Background: an optimization exercise with open tools, aiming at small area, a short achievable clock period and few clock cycles per item. Do not read the settings as production practice. The RTL was checked by simulation tests, not by an equivalence proof against the original design.

`flow/run.sh`:
```
#!/bin/bash
# synth_recipe.tcl (not shown) runs the flow's synth.tcl, then flattens the netlist and writes it again
# the make line also repeats each setting of config.mk as NAME=value (left out here)
make -C /OpenROAD-flow-scripts/flow DESIGN_CONFIG=/design/flow/config.mk WORK_HOME=/design/flow/orfs CLKGATE_MAP_FILE= SYNTH_SCRIPT=/design/flow/synth_recipe.tcl finish
```
`flow/config.mk`:
```
export PLATFORM = sky130hd
export DESIGN_NAME = segment_address_translation_core
export DESIGN_NICKNAME = segment_address_translation_core
export VERILOG_FILES = /design/flow/design.v
export SDC_FILE = /design/flow/constraint.sdc
export NUM_CORES = 4
export LEC_CHECK = 0
export CAP_MARGIN = 20
export CORE_MARGIN = 2
export CORE_UTILIZATION = 40
export SLEW_MARGIN = 20
```
`flow/constraint.sdc`:
```
create_clock -name core_clock -period 5.0 [get_ports {i_clk}]
set_input_delay 1.0000 -clock core_clock [delete_from_list [all_inputs] [get_ports {i_clk}]]
set_output_delay 1.0000 -clock core_clock [all_outputs]
set_load 0.01 [all_outputs]
```
`flow/design.v`:
```
package sat_pkg;
    localparam int SEGMENTS   = 16;
    localparam int ADDR_WIDTH = 16;
    localparam int DATA_W     = 16;
    localparam int ID_W       = 8;
    localparam int SLOT_W     = 4;
    localparam int SLOT_IDX_W = (SEGMENTS > 1) ? $clog2(SEGMENTS) : 1;
    localparam int CNT_W      = $clog2(DATA_W + 1);
    localparam logic [DATA_W-1:0] MAX_SEG_RESET = 16'd64;
    localparam logic [DATA_W:0] ADDR_MASK =
        (ADDR_WIDTH > DATA_W) ? {(DATA_W+1){1'b1}}
                              : (DATA_W+1)'(((DATA_W+1)'(1) << ADDR_WIDTH) - 1);
    localparam logic ACT_LOAD      = 1'b0;
    localparam logic ACT_TRANSLATE = 1'b1;
    typedef struct packed {
        logic              valid;
        logic [ID_W-1:0]   id;
        logic [DATA_W-1:0] base;
        logic [DATA_W-1:0] size;
    } t_slot_entry;
    typedef struct packed {
        logic                  en;
        logic [SLOT_IDX_W-1:0] slot;
        t_slot_entry           entry;
    } t_slot_write;
    typedef struct packed {
        logic              hit;
        logic [DATA_W-1:0] base;
        logic [DATA_W-1:0] size;
    } t_lookup_result;
    typedef struct packed {
        logic busy;
        logic done;
    } t_div_status;
endpackage
module sat_divider (
    input  logic                       i_clk,
    input  logic                       i_rst_n,
    input  logic                       i_start,
    input  logic [sat_pkg::DATA_W-1:0] i_dividend,
    input  logic [sat_pkg::DATA_W-1:0] i_divisor,
    output sat_pkg::t_div_status       o_status,
    output logic [sat_pkg::DATA_W-1:0] o_quotient,
    output logic [sat_pkg::DATA_W-1:0] o_remainder
);
    logic [sat_pkg::CNT_W-1:0]  r_cnt;
    logic                       r_done;
    logic [sat_pkg::DATA_W-1:0] r_rem;
    logic [sat_pkg::DATA_W-1:0] r_quo;
    logic [sat_pkg::DATA_W-1:0] r_div;
    logic [sat_pkg::DATA_W:0]   trial;
    logic [sat_pkg::DATA_W:0]   diff;
    logic                       ge;
    logic                       busy;
    assign busy  = (r_cnt != '0);
    assign trial = {r_rem, r_quo[sat_pkg::DATA_W-1]};
    assign ge    = (trial >= {1'b0, r_div});
    assign diff  = trial - {1'b0, r_div};
    always_ff @(posedge i_clk) begin
        if (!i_rst_n) begin
            r_cnt  <= '0;
            r_done <= 1'b0;
        end else begin
            r_done <= busy && (r_cnt == sat_pkg::CNT_W'(1));
            if (i_start) begin
                r_cnt <= sat_pkg::CNT_W'(sat_pkg::DATA_W);
            end else if (busy) begin
                r_cnt <= r_cnt - sat_pkg::CNT_W'(1);
            end
        end
    end
    always_ff @(posedge i_clk) begin
        if (i_start) begin
            r_rem <= '0;
            r_quo <= i_dividend;
            r_div <= i_divisor;
        end else if (busy) begin
            r_rem <= ge ? diff[sat_pkg::DATA_W-1:0] : trial[sat_pkg::DATA_W-1:0];
            r_quo <= {r_quo[sat_pkg::DATA_W-2:0], ge};
        end
    end
    assign o_status.busy = busy;
    assign o_status.done = r_done;
    assign o_quotient    = r_quo;
    assign o_remainder   = r_rem;
endmodule
module sat_lookup (
    input  logic                       i_clk,
    input  logic                       i_rst_n,
    input  sat_pkg::t_slot_write       i_write,
    input  logic                       i_search,
    input  logic [sat_pkg::DATA_W-1:0] i_key,
    output sat_pkg::t_lookup_result    o_result
);
    logic                         r_valid [sat_pkg::SEGMENTS];
    logic [sat_pkg::ID_W-1:0]     r_id    [sat_pkg::SEGMENTS];
    logic [sat_pkg::DATA_W-1:0]   r_base  [sat_pkg::SEGMENTS];
    logic [sat_pkg::DATA_W-1:0]   r_size  [sat_pkg::SEGMENTS];
    sat_pkg::t_lookup_result      r_result;
    logic                         hit;
    logic [sat_pkg::SLOT_IDX_W-1:0] hit_idx;
    always_ff @(posedge i_clk) begin
        if (!i_rst_n) begin
            for (int i = 0; i < sat_pkg::SEGMENTS; i++) begin
                r_valid[i] <= 1'b0;
            end
        end else if (i_write.en) begin
            r_valid[i_write.slot] <= i_write.entry.valid;
        end
    end
    always_ff @(posedge i_clk) begin
        if (i_write.en) begin
            r_id[i_write.slot]   <= i_write.entry.id;
            r_base[i_write.slot] <= i_write.entry.base;
            r_size[i_write.slot] <= i_write.entry.size;
        end
    end
    always_comb begin
        hit     = 1'b0;
        hit_idx = '0;
        for (int i = sat_pkg::SEGMENTS - 1; i >= 0; i--) begin
            if (r_valid[i] && (i_key == sat_pkg::DATA_W'(r_id[i]))) begin
                hit     = 1'b1;
                hit_idx = sat_pkg::SLOT_IDX_W'(i);
            end
        end
    end
    always_ff @(posedge i_clk) begin
        if (i_search) begin
            r_result.hit  <= hit;
            r_result.base <= r_base[hit_idx];
            r_result.size <= r_size[hit_idx];
        end
    end
    assign o_result = r_result;
endmodule
module segment_address_translation_core (
    input  logic                         i_clk,
    input  logic                         i_rst_n,
    input  logic                         i_cfg_valid,
    output logic                         o_cfg_ready,
    input  logic [sat_pkg::DATA_W-1:0]   i_cfg_data,
    input  logic                         i_valid,
    output logic                         o_ready,
    input  logic                         i_action,
    input  logic [sat_pkg::DATA_W-1:0]   i_logical_address,
    input  logic [sat_pkg::DATA_W-1:0]   i_byte_count,
    input  logic [sat_pkg::SLOT_W-1:0]   i_entry_slot,
    input  logic [sat_pkg::ID_W-1:0]     i_entry_id,
    input  logic [sat_pkg::DATA_W-1:0]   i_entry_base,
    input  logic [sat_pkg::DATA_W-1:0]   i_entry_size,
    input  logic                         i_entry_valid,
    output logic                         o_valid,
    input  logic                         i_ready,
    output logic [sat_pkg::DATA_W-1:0]   o_physical_address,
    output logic                         o_fault,
    output logic [sat_pkg::DATA_W-1:0]   o_segment_number,
    output logic [sat_pkg::DATA_W-1:0]   o_offset
);
    localparam logic [2:0] S_IDLE  = 3'd0;
    localparam logic [2:0] S_DIV   = 3'd1;
    localparam logic [2:0] S_MATCH = 3'd2;
    localparam logic [2:0] S_CHECK = 3'd3;
    localparam logic [2:0] S_OUT   = 3'd4;
    logic [2:0]                 r_state;
    logic [2:0]                 n_state;
    logic [sat_pkg::DATA_W-1:0] r_max_seg;
    logic [sat_pkg::DATA_W-1:0] r_count;
    logic [sat_pkg::DATA_W-1:0] r_res_phys;
    logic                       r_res_fault;
    logic [sat_pkg::DATA_W-1:0] r_res_seg;
    logic [sat_pkg::DATA_W-1:0] r_res_off;
    logic                       r_out_valid;
    logic [sat_pkg::DATA_W-1:0] r_out_phys;
    logic                       r_out_fault;
    logic [sat_pkg::DATA_W-1:0] r_out_seg;
    logic [sat_pkg::DATA_W-1:0] r_out_off;
    logic                       in_fire;
    logic                       out_free;
    logic                       div_start;
    sat_pkg::t_div_status       div_status;
    logic [sat_pkg::DATA_W-1:0] quotient;
    logic [sat_pkg::DATA_W-1:0] remainder;
    sat_pkg::t_slot_write       slot_write;
    sat_pkg::t_lookup_result    lookup;
    logic [sat_pkg::DATA_W:0]   limit_sum;
    logic [sat_pkg::DATA_W:0]   phys_sum;
    logic                       over_limit;
    assign o_ready     = (r_state == S_IDLE);
    assign o_cfg_ready = 1'b1;
    assign in_fire     = i_valid && o_ready;
    assign out_free    = !r_out_valid || i_ready;
    assign div_start   = in_fire && (i_action == sat_pkg::ACT_TRANSLATE);
    always_ff @(posedge i_clk) begin
        if (!i_rst_n) begin
            r_max_seg <= sat_pkg::MAX_SEG_RESET;
        end else if (i_cfg_valid && o_cfg_ready) begin
            r_max_seg <= i_cfg_data;
        end
    end
    always_comb begin
        slot_write.en          = in_fire && (i_action == sat_pkg::ACT_LOAD) &&
                                 (32'(i_entry_slot) < sat_pkg::SEGMENTS);
        slot_write.slot        = sat_pkg::SLOT_IDX_W'(i_entry_slot);
        slot_write.entry.valid = i_entry_valid;
        slot_write.entry.id    = i_entry_id;
        slot_write.entry.base  = i_entry_base;
        slot_write.entry.size  = i_entry_size;
    end
    sat_divider u_divider (
        .i_clk       (i_clk),
        .i_rst_n     (i_rst_n),
        .i_start     (div_start),
        .i_dividend  (i_logical_address),
        .i_divisor   (r_max_seg),
        .o_status    (div_status),
        .o_quotient  (quotient),
        .o_remainder (remainder)
    );
    sat_lookup u_lookup (
        .i_clk    (i_clk),
        .i_rst_n  (i_rst_n),
        .i_write  (slot_write),
        .i_search (r_state == S_MATCH),
        .i_key    (quotient),
        .o_result (lookup)
    );
    assign limit_sum  = {1'b0, remainder} + {1'b0, r_count};
    assign over_limit = limit_sum > {1'b0, lookup.size};
    assign phys_sum   = ({1'b0, lookup.base} + {1'b0, remainder}) & sat_pkg::ADDR_MASK;
    always_comb begin
        n_state = r_state;
        case (r_state)
            S_IDLE: begin
                if (in_fire) begin
                    n_state = (i_action == sat_pkg::ACT_TRANSLATE) ? S_DIV : S_OUT;
                end
            end
            S_DIV: begin
                if (div_status.done) begin
                    n_state = S_MATCH;
                end
            end
            S_MATCH: n_state = S_CHECK;
            S_CHECK: n_state = S_OUT;
            S_OUT: begin
                if (out_free) begin
                    n_state = S_IDLE;
                end
            end
            default: n_state = S_IDLE;
        endcase
    end
    always_ff @(posedge i_clk) begin
        if (!i_rst_n) begin
            r_state <= S_IDLE;
        end else begin
            r_state <= n_state;
        end
    end
    always_ff @(posedge i_clk) begin
        if (div_start) begin
            r_count <= i_byte_count;
        end
        if (in_fire && (i_action == sat_pkg::ACT_LOAD)) begin
            r_res_phys  <= '0;
            r_res_fault <= 1'b0;
            r_res_seg   <= '0;
            r_res_off   <= '0;
        end else if (r_state == S_CHECK) begin
            r_res_fault <= !lookup.hit || over_limit;
            r_res_phys  <= (!lookup.hit || over_limit) ? '0
                                                       : phys_sum[sat_pkg::DATA_W-1:0];
            r_res_seg   <= quotient;
            r_res_off   <= remainder;
        end
    end
    always_ff @(posedge i_clk) begin
        if (!i_rst_n) begin
            r_out_valid <= 1'b0;
        end else if ((r_state == S_OUT) && out_free) begin
            r_out_valid <= 1'b1;
        end else if (i_ready) begin
            r_out_valid <= 1'b0;
        end
    end
    always_ff @(posedge i_clk) begin
        if ((r_state == S_OUT) && out_free) begin
            r_out_phys  <= r_res_phys;
            r_out_fault <= r_res_fault;
            r_out_seg   <= r_res_seg;
            r_out_off   <= r_res_off;
        end
    end
    assign o_valid            = r_out_valid;
    assign o_physical_address = r_out_phys;
    assign o_fault            = r_out_fault;
    assign o_segment_number   = r_out_seg;
    assign o_offset           = r_out_off;
endmodule
```
==> results_dict.tcl <==
set metrics [dict create \
    grt_overflow 0 \
    reg2regPathDepth 13 \
    status "no timing/DRC/antenna violations" \
    ant_nets 0 \
    num-fill-cells 7622 \
    hold_path_end "r_out_off[0]$_DFFE_PP_" \
    drc_errors 0 \
    hpwl_um 55500 \
    power_leakage_uw 0.0155 \
    firstDrtPassIters 5 \
    yosysWarnings 3 \
    worstPathArrival_ns 4.75 \
    wirelength_um 92000 \
    io_pins 151 \
    core_area_um2 89900 \
    peakVddDrop_mv 0.267 \
    worstMarginPinSlew_ns 1.00 \
    fmax_ghz 0.227 \
    initial_core_util_pct 40.3 \
    place_congestion 0.872 \
    finalMaxSlewViolations 0 \
    h-tree-depth 3 \
    cap_violations 0 \
    grt_pass1_wl_um 136000 \
    synthFlopType "edfxtp_1" \
    clk_pin_slew_ns 0.06 \
    slowest_delay_ns 0.53 \
    slew_headroom_pct 33.0 \
    io_buffers 149 \
    rows 110 \
    hold_viol_final 0 \
    holdPathStages 0 \
    holdBufCountCts 0 \
    cts-resized-gates 0 \
    synth_edf_count 770 \
    utilization_pct 47.7 \
    critical_path_required_ns 5.35 \
    avgSynthCellArea_um2 14.8 \
    period_minus_slack_ns 4.40 \
    dp_slack_ns 0.572 \
    cp_num_buf_inv 4 \
    ys_ff_latch 877 \
    power_uw 19000 \
    fin_nets 2824 \
    rsz0062_at_grt "false" \
    grt_pass1_vias 21500 \
    synth_cells 2445 \
    r2r_start "u_divider.r_quo[15]$_DFFE_PP_" \
    path_max_fanout 52 \
    crit_family "simple AND/OR/NAND/NOR gates" \
    wl_per_cell_um 23.5 \
    grt_usage_pct 19.6 \
    reg2reg_slack_ns 0.60 \
    hp-start "r_res_off[0]$_SDFFE_PP0N_" \
    seq_area_um2 25300 \
    fin_setup_tns_ns 0 \
    syn_area_um2 36200 \
    routed_via_density 5.40 \
    ys_async_sr_fraction_pct 0 \
    clock_path_buffers 3 \
    fin_crit_sh_pct 88.0 \
    drive_above_1_share_pct 10.8 \
    dieArea_um2 93000 \
    drtIter0Drc 1659 \
    synth.net_count 2613 \
    crit_path_end_kind "register" \
    antenna_found_initial 5 \
    setup_viol_count_final 0 \
    cts_tree "done" \
    path_class "reg -> reg" \
    cp_cell_sequence "nor4_1, nand2_1, buf_4, nor4_1, buf_4, a211oi_1, o31ai_1, a31oi_4, buf_12, buf_12, mux2_1, a221o_1, or3_1" \
    startpoint_type "register" \
    seq_area_frac_synth_pct 69.7 \
    areaGrowthSynthToFinish_pct 18.2 \
    grt_max_degree 81 \
    route.vias.total 21100 \
    clockRootBuffer "clkbuf_16" \
    post-cts-setup-buffers 0 \
    numCtsBuffers 92 \
    setup_ws_ns 0.600 \
    power_density_nw_per_um2 445 \
    r2r_end "u_lookup.r_result[17]$_DFFE_PN_" \
    die_y_um 305 \
    numClockSinks 877 \
    multi_input_area_um2 10400 \
    clock_latency_ns 0.66 \
    min_path_type "reg -> reg" \
    clock_skew_ns 0.0323 \
    critPathSlowestCell "or3_1" \
    die_w_um 305 \
    yosysUniqueCellTypes 74 \
]
worst max-delay path by stage:
| stage | end | cells past startpoint | startpoint |
|---|---|---|---|
| 2_1_floorplan | u_lookup.r_base[1][0]$_DFFE_PP_ | 5 | i_action |
| 3_3_place_gp | r_res_phys[9]$_SDFFE_PP0N_ | 21 | u_divider.r_rem[1]$_SDFFE_PP0P_ |
| 3_5_place_dp | r_res_phys[9]$_SDFFE_PP0N_ | 21 | u_divider.r_rem[1]$_SDFFE_PP0P_ |
| 6_report | u_lookup.r_result[17]$_DFFE_PN_ | 13 | u_divider.r_quo[15]$_DFFE_PP_ |
| 5_1_grt | r_res_phys[9]$_SDFFE_PP0N_ | 21 | u_divider.r_rem[1]$_SDFFE_PP0P_ |
| 4_1_cts | r_res_phys[6]$_SDFFE_PP0N_ | 21 | u_divider.r_rem[1]$_SDFFE_PP0P_ |
cell type report:
type | instances | share of cell area (%)
antenna | 1 | 0.00584
clock buffer | 137 | 6.51
clock inverter | 33 | 0.704
inverter | 47 | 0.412
multi-input combinational | 1412 | 24.4
sequential | 877 | 59.0
tap | 1176 | 3.43
timing repair buffer | 226 | 5.62
sequential cells by signal, summed over array words and instances (netlist names):
register and flops:
r_out_seg 16, r_state 3, r_res_seg 16, r_res_phys 16
u_divider.r_done 1, u_lookup.r_result 33, r_res_off 16, u_divider.r_rem 16
u_lookup.r_id 128, u_divider.r_cnt 5, r_out_fault 1, u_lookup.r_size 256
r_max_seg 16, u_lookup.r_base 256, r_out_off 16, r_count 16
u_lookup.r_valid 16, u_divider.r_div 16, r_out_valid 1, u_divider.r_quo 16
r_out_phys 16, r_res_fault 1
layer usage:
metal  vias up  part of all wire [%]  GRT usage, %  wire (µm)
met1     10500                    44          26.0      40100
met2       655                    48          32.5      43900
li1       9787                     -             -          -
met4         8                   2.6          6.14       2360
met5         -                 0.058             0         53
met3       153                   6.1          3.66       5630
stage by stage:
stage	cells	instance area, µm²	hold slack [ns]
2_1_floorplan	2445	36300	0.408
3_3_place_gp	3738	39800	0.416
3_5_place_dp	3738	39800	0.415
4_1_cts	3908	42800	0.430
5_1_grt	3908	42800	0.441
6_report	3909	42900	0.428
report_power, final:
| part | internal [µW] | switching [µW] |
|---|---|---|
| sequential | 8240 | 254 |
| clock | 3990 | 2810 |
| combinational | 1560 | 2200 |
synthesized netlist by cell type (44+ instances only):
cell type	number	area (µm²)
o22ai_1	98	613
a21oi_1	86	430
mux2_2	44	495
o21ai_0	49	245
xnor2_1	156	1370
dfxtp_1	107	2140
inv_1	45	169
nand2_1	199	747
clkbuf_1	55	206
ha_1	66	826
mux2i_1	214	2140
nor2_1	83	312
edfxtp_1	770	23100
cells by family after synthesis:
logic type / synth area share, %
buffers and inverters: 2.02
AOI/OAI and AO/OA: 6.71
xor gates and xnor gates: 3.99
and+or+nand+nor: 7.23
adders and majority gates: 2.44
other: 0.0103
DFF: 69.7
muxes: 7.91
layout by cell type (no fill, tap or decap), types with 66 or more instances in the layout:
cell type,netlist,layout
mux2i_1,214,214
a21oi_1,86,86
ha_1,66,66
clkdlybuf4s50_1,0,149
o22ai_1,98,98
dfxtp_1,107,107
clkbuf_16,0,100
nor2_1,83,68
xnor2_1,156,156
edfxtp_1,770,770
nand2_1,199,199
worst reg2reg max path, stage by stage (launching register included):
cell,delay [ns]
edfxtp_1,0.46
nor4_1,0.30
nand2_1,0.15
buf_4,0.32
nor4_1,0.41
buf_4,0.19
a211oi_1,0.05
o31ai_1,0.42
a31oi_4,0.15
buf_12,0.18
buf_12,0.20
mux2_1,0.43
a221o_1,0.30
or3_1,0.53
Testbench counts, summed over its fixed seeds: cycles 90,776, items 4,800.

## re-timing with driven ports
In the flow no input, the clock included, has a driving cell. The finished layout below was timed again as built, in two steps.
Step 1 assumes that a clkbuf_16 drives the clock port and a buf_2 every other input.
Step 2 moves the port delays by t, midway between the first and last clock arrival at a register: inputs arrive t later, outputs are due t later. That takes back most of the time a late clock gives input paths.
Slacks: ideal ports / drivers / drivers and shift; pairs: ideal ports / drivers.
t (ns): 0.708
setup WS [ns]: 0.600 / 0.600 / 0.600
hold slack, ns: 0.428 / 0.428 / 0.428
worst setup path after step 2: register to register
After both steps setup and hold are still met in this run. The setup slack of this run moves by 0.000 ns with the drivers and by 0.000 ns with both steps.
